What follows belongs to an exercise in optimizing a design on an open flow for small area and a short achievable clock period; a production flow would make more cautious choices.
At most, simulation tests tie the RTL to the original design; equivalence was not proved.

Design aes_round_top, start of the top module:
module aes_round_top (
  input  wire          clk,
  input  wire          rst,
  input  wire          in_valid,
  input  wire [256:0]  in_data,
  output wire          out_valid,
  output wire [127:0]  out_state
);
Settings: LEC_CHECK=0, CAP_MARGIN=20, CORE_MARGIN=2, CORE_UTILIZATION=50, CTS_BUF_LIST=sky130_fd_sc_hd__clkbuf_8, CTS_CLUSTER_DIAMETER=60, CTS_CLUSTER_SIZE=16, PLACE_DENSITY=0.65, SLEW_MARGIN=20; clock period 5.0 ns.
standard.sh (not shown) runs the stock make flow with config.mk's settings and CLKGATE_MAP_FILE= SYNTH_SCRIPT=/design/flow/synth_recipe.tcl, a recipe that flattens the netlist after the stock synthesis.
==> flow/flow/run.sh <==
#!/bin/bash
# Own layout flow: the standard layout (standard.sh) with two changes.
#  1. Synthesis maps the logic with flow/abc.script (area-recovering mapping
#     that keeps the XOR structure of the s-boxes) in place of ORFS's ABC
#     speed script. Everything else in synthesis is the standard one
#     (synth_recipe.tcl on a copy of ORFS's scripts folder), so registers keep
#     their standard names and cells.
#  2. Ports are buffered with sky130_fd_sc_hd__buf_1 instead of the default
#     delay-cell buffer; before detailed placement, flow/pre_dpl.tcl makes
#     the port buffers buf_2 and the result registers dfxtp_2.
# Each tool's output goes to a log of its own in this folder (synth.log,
# layout.log) and ORFS's per-step logs under orfs/logs/.
set -euo pipefail
W=$PWD
rm -rf "$W/scripts_abc"
cp -r "$FLOW_HOME/scripts" "$W/scripts_abc"
cp "$W/flow/abc.script" "$W/scripts_abc/abc_speed.script"
bash "$W/standard.sh" synth SCRIPTS_DIR="$W/scripts_abc" > "$W/synth.log" 2>&1
bash "$W/standard.sh" finish "BUFFER_PORTS_ARGS=-buffer_cell sky130_fd_sc_hd__buf_1" \
  "PRE_DETAIL_PLACE_TCL=$W/flow/pre_dpl.tcl" > "$W/layout.log" 2>&1
==> flow/flow/abc.script <==
strash
dch -f
map -a
topo
buffer -c
upsize -c
dnsize -c
==> flow/flow/pre_dpl.tcl <==
# Runs before detailed placement (ORFS hook PRE_DETAIL_PLACE_TCL), which
# legalises the cells resized here.
# Stronger cells on the paths from the inputs and to the outputs: the port
# buffers become buf_2, and the result registers, which drive the output
# buffers, dfxtp_2 (same flip-flop, higher drive).
set n_buf 0
set n_reg 0
foreach inst [get_cells *] {
  set name [get_full_name $inst]
  set ref [get_property $inst ref_name]
  if {$ref == "sky130_fd_sc_hd__buf_1" && [regexp {^(input|output)[0-9]+$} $name]} {
    replace_cell $inst sky130_fd_sc_hd__buf_2
    incr n_buf
  } elseif {$ref == "sky130_fd_sc_hd__dfxtp_1" && [regexp {^u_mix_key\.out_state} $name]} {
    replace_cell $inst sky130_fd_sc_hd__dfxtp_2
    incr n_reg
  }
}
puts "pre_dpl: resized $n_buf port buffers and $n_reg result registers"
Change:
==> flow/flow/abc.script (replaced) <==
&get -n
&st
&dch -f
&nf -a -R 1000
&put
buffer -c
upsize -c
dnsize -c
--- a/flow/config.mk
+++ b/flow/config.mk
@@ -14,0 +15 @@
+export SETUP_SLACK_MARGIN = 2.75
Effect: Synthesized area falls by 4.5%; cell count falls by 13%; wire length falls by 4.7%; count of clock-buffer cells in the layout falls by 2; clock skew falls by 3.1 ps; die area falls by 4.5%.

========
Starting RTL as in the previous note.
export LEC_CHECK = 0
export CAP_MARGIN = 20
export CORE_MARGIN = 2
export CORE_UTILIZATION = 60
export CTS_BUF_LIST = sky130_fd_sc_hd__clkbuf_8
export CTS_CLUSTER_DIAMETER = 60
export CTS_CLUSTER_SIZE = 16
export PLACE_DENSITY = 0.7
export SETUP_SLACK_MARGIN = 2.7
export SLEW_MARGIN = 20
create_clock -name core_clock -period 5.0 [get_ports {clk}]
==> flow/flow/abc.script <==
strash
dch -f
map -a
topo
buffer -c
upsize -c
dnsize -c
Scripts as last shown in full above: flow/flow/run.sh, flow/flow/pre_dpl.tcl
Next try:
--- a/flow/flow/run.sh
+++ b/flow/flow/run.sh
@@ -9,2 +9 @@
-#     delay-cell buffer; before detailed placement, flow/pre_dpl.tcl makes
-#     the port buffers buf_2 and the result registers dfxtp_2.
+#     delay-cell buffer.
@@ -19,2 +18 @@
-bash "$W/standard.sh" finish "BUFFER_PORTS_ARGS=-buffer_cell sky130_fd_sc_hd__buf_1" \
-  "PRE_DETAIL_PLACE_TCL=$W/flow/pre_dpl.tcl" > "$W/layout.log" 2>&1
+bash "$W/standard.sh" finish "BUFFER_PORTS_ARGS=-buffer_cell sky130_fd_sc_hd__buf_1" > "$W/layout.log" 2>&1
Settings changed: CORE_UTILIZATION 60 to 50, PLACE_DENSITY 0.7 to 0.65, SETUP_SLACK_MARGIN 2.7 to unset.
removed: flow/flow/pre_dpl.tcl
=> Core utilization fell by 13 points; design area fell by 1.8%; die area rose by 20%; via count rose by 0.37%; worst setup slack loses 0.18 ns; global-route usage fell by 3.2 points; maximum frequency fell by 7.4%; routed wire length rose by 3.2%.
Next try:
--- a/flow/flow/run.sh
+++ b/flow/flow/run.sh
@@ -9 +9,2 @@
-#     delay-cell buffer.
+#     delay-cell buffer; before detailed placement, flow/pre_dpl.tcl makes
+#     the port buffers buf_2 and the result registers dfxtp_2.
@@ -18 +19,2 @@
-bash "$W/standard.sh" finish "BUFFER_PORTS_ARGS=-buffer_cell sky130_fd_sc_hd__buf_1" > "$W/layout.log" 2>&1
+bash "$W/standard.sh" finish "BUFFER_PORTS_ARGS=-buffer_cell sky130_fd_sc_hd__buf_1" \
+  "PRE_DETAIL_PLACE_TCL=$W/flow/pre_dpl.tcl" > "$W/layout.log" 2>&1
==> flow/flow/pre_dpl.tcl (new file) <==
# Runs before detailed placement (ORFS hook PRE_DETAIL_PLACE_TCL), which
# legalises the cells resized here.
# Stronger cells on the paths from the inputs and to the outputs: the port
# buffers become buf_2, and the result registers, which drive the output
# buffers, dfxtp_2 (same flip-flop, higher drive).
set n_buf 0
set n_reg 0
foreach inst [get_cells *] {
  set name [get_full_name $inst]
  set ref [get_property $inst ref_name]
  if {$ref == "sky130_fd_sc_hd__buf_1" && [regexp {^(input|output)[0-9]+$} $name]} {
    replace_cell $inst sky130_fd_sc_hd__buf_2
    incr n_buf
  } elseif {$ref == "sky130_fd_sc_hd__dfxtp_1" && [regexp {^u_mix_key\.out_state} $name]} {
    replace_cell $inst sky130_fd_sc_hd__dfxtp_2
    incr n_reg
  }
}
puts "pre_dpl: resized $n_buf port buffers and $n_reg result registers"
Settings changed: CORE_UTILIZATION 50 to 70, PLACE_DENSITY 0.65 to 0.8, SETUP_SLACK_MARGIN set to 2.75.
Effect:
- setup slack gains 0.17 ns
- count of clock-buffer cells in the layout came out lower by 10
- wire length came out higher by 0.72%
- cell count came out lower by about 6%
- core utilization came out higher by 24 points
- design area came out higher by 2.1%
- area after synthesis does not change
Next try:
--- a/flow/flow/run.sh
+++ b/flow/flow/run.sh
@@ -9,2 +9 @@
-#     delay-cell buffer; before detailed placement, flow/pre_dpl.tcl makes
-#     the port buffers buf_2 and the result registers dfxtp_2.
+#     delay-cell buffer.
@@ -19,2 +18 @@
-bash "$W/standard.sh" finish "BUFFER_PORTS_ARGS=-buffer_cell sky130_fd_sc_hd__buf_1" \
-  "PRE_DETAIL_PLACE_TCL=$W/flow/pre_dpl.tcl" > "$W/layout.log" 2>&1
+bash "$W/standard.sh" finish "BUFFER_PORTS_ARGS=-buffer_cell sky130_fd_sc_hd__buf_1" > "$W/layout.log" 2>&1
==> flow/flow/abc.script (replaced) <==
&get -n
&st
&dch -f
&nf -a -R 1000
&put
buffer -c
upsize -c
dnsize -c
Settings changed: CORE_UTILIZATION 70 to 50, PLACE_DENSITY 0.8 to 0.65, SETUP_SLACK_MARGIN 2.75 to unset.
removed: flow/flow/pre_dpl.tcl
Outcome: The new run went through all stages and came out clean; flip-flop and latch count is unchanged; routed wire length went down by 5.9%; sequential share of layout area went up by 2.4 points; non-clock buffer count went down by 2; global-route usage went down by 8.4 points.

========
## rev 12
Another version of the RTL of aes_round_top (not shown whole).
Size: roughly 4500 cells after synthesis, ~840 flip-flops, about 390 I/O pins, about 42000 um^2 of cells after synthesis.
Design aes_round_top, start of the top module:
module aes_round_top (
  input  wire          clk,
  input  wire          rst,
  input  wire          in_valid,
  input  wire [256:0]  in_data,
  output wire          out_valid,
  output wire [127:0]  out_state
);
==> flow/config.mk <==
export PLATFORM = sky130hd
export DESIGN_NAME = aes_round_top
export DESIGN_NICKNAME = aes_round_top
export VERILOG_FILES = /design/flow/design.v
export SDC_FILE = /design/flow/constraint.sdc
export NUM_CORES = 4
export LEC_CHECK = 0
export CAP_MARGIN = 20
export CORE_MARGIN = 2
export CORE_UTILIZATION = 50
export CTS_BUF_LIST = sky130_fd_sc_hd__clkbuf_8
export CTS_CLUSTER_DIAMETER = 60
export CTS_CLUSTER_SIZE = 16
export PLACE_DENSITY = 0.65
export SETUP_SLACK_MARGIN = 2.8
export SLEW_MARGIN = 20
==> flow/constraint.sdc <==
create_clock -name core_clock -period 5.0 [get_ports {clk}]
set_input_delay 1.0000 -clock core_clock [delete_from_list [all_inputs] [get_ports {clk}]]
set_output_delay 1.0000 -clock core_clock [all_outputs]
set_load 0.01 [all_outputs]
==> flow/flow/run.sh <==
#!/bin/bash
# Own layout flow: the standard layout (standard.sh) with two changes.
#  1. Synthesis maps the logic with flow/abc.script (area-recovering mapping
#     that keeps the XOR structure of the s-boxes) in place of ORFS's ABC
#     speed script. Everything else in synthesis is the standard one
#     (synth_recipe.tcl on a copy of ORFS's scripts folder), so registers keep
#     their standard names and cells.
#  2. Ports are buffered with sky130_fd_sc_hd__buf_1 instead of the default
#     delay-cell buffer; before detailed placement, flow/pre_dpl.tcl makes
#     the port buffers buf_2 and the result registers dfxtp_2.
# Each tool's output goes to a log of its own in this folder (synth.log,
# layout.log) and ORFS's per-step logs under orfs/logs/.
set -euo pipefail
W=$PWD
rm -rf "$W/scripts_abc"
cp -r "$FLOW_HOME/scripts" "$W/scripts_abc"
cp "$W/flow/abc.script" "$W/scripts_abc/abc_speed.script"
bash "$W/standard.sh" synth SCRIPTS_DIR="$W/scripts_abc" > "$W/synth.log" 2>&1
bash "$W/standard.sh" finish "BUFFER_PORTS_ARGS=-buffer_cell sky130_fd_sc_hd__buf_1" \
  "PRE_DETAIL_PLACE_TCL=$W/flow/pre_dpl.tcl" > "$W/layout.log" 2>&1
==> flow/flow/abc.script <==
strash
dch -f
map -a
topo
buffer -c
upsize -c
dnsize -c
==> flow/flow/pre_dpl.tcl <==
# Runs before detailed placement (ORFS hook PRE_DETAIL_PLACE_TCL), which
# legalises the cells resized here.
# Stronger cells on the paths from the inputs and to the outputs: the port
# buffers become buf_2, and the result registers, which drive the output
# buffers, dfxtp_2 (same flip-flop, higher drive).
set n_buf 0
set n_reg 0
foreach inst [get_cells *] {
  set name [get_full_name $inst]
  set ref [get_property $inst ref_name]
  if {$ref == "sky130_fd_sc_hd__buf_1" && [regexp {^(input|output)[0-9]+$} $name]} {
    replace_cell $inst sky130_fd_sc_hd__buf_2
    incr n_buf
  } elseif {$ref == "sky130_fd_sc_hd__dfxtp_1" && [regexp {^u_mix_key\.out_state} $name]} {
    replace_cell $inst sky130_fd_sc_hd__dfxtp_2
    incr n_reg
  }
}
puts "pre_dpl: resized $n_buf port buffers and $n_reg result registers"
Modified inputs, rev 13 compared to rev 12
diff --git a/flow/config.mk b/flow/config.mk
--- a/flow/config.mk
+++ b/flow/config.mk
@@ -14,3 +14,3 @@
 export PLACE_DENSITY = 0.65
-export SETUP_SLACK_MARGIN = 2.8
+export SETUP_SLACK_MARGIN = 2.7
 export SLEW_MARGIN = 20
--- outcome ---
Rev 13 finished all stages; the layout is clean. Layout cell share with drive strength beyond 1: rev 13 vs rev 12 down 2.3 points. Rev 13 vs rev 12: total via count after detailed routing down by a few percent. Diff rev 12 -> rev 13: net count reported at finish fell 44; core utilization fell 2.8 points.
Function was not checked in any run of this note: the RTL went through the layout flow alone.

## port drivers added, routing unchanged
The results above use ideal ports. As a check the final layouts listed here were re-extracted and re-timed, cells and wires unchanged. Step 1 assumes that a clkbuf_16 drives the clock port and a buf_2 every other input. Step 2, shift: input delay + t, output delay - t, t = (earliest + latest rising clock arrival at the registers) / 2. This alone moves slack from input paths to output paths. Slacks: ideal / step 1 / step 2; pairs: ideal / step 1.
run	t (ns)	slack for setup (ns)	cell pins on the clock port's net
the first run of note 1	0.753	2.651 / 2.683 / 1.937	1
the second run of note 1	0.741	2.788 / 2.760 / 2.258	1
the first run of note 2	0.737	2.798 / 2.737 / 2.161	1
the second run of note 2	0.748	2.621 / 2.588 / 1.918	1
the third run of note 2	0.744	2.794 / 2.733 / 2.141	1
the fourth run of note 2	0.754	2.487 / 2.487 / 1.931	1
rev 12	0.758	2.373 / 2.373 / 2.229	1
rev 13	0.727	2.527 / 2.527 / 2.210	1
After both steps setup and hold are still met in every run listed. For the first run of note 1, which loses most, drivers alone change the setup slack by +0.032 ns; drivers and shift together by -0.714 ns.
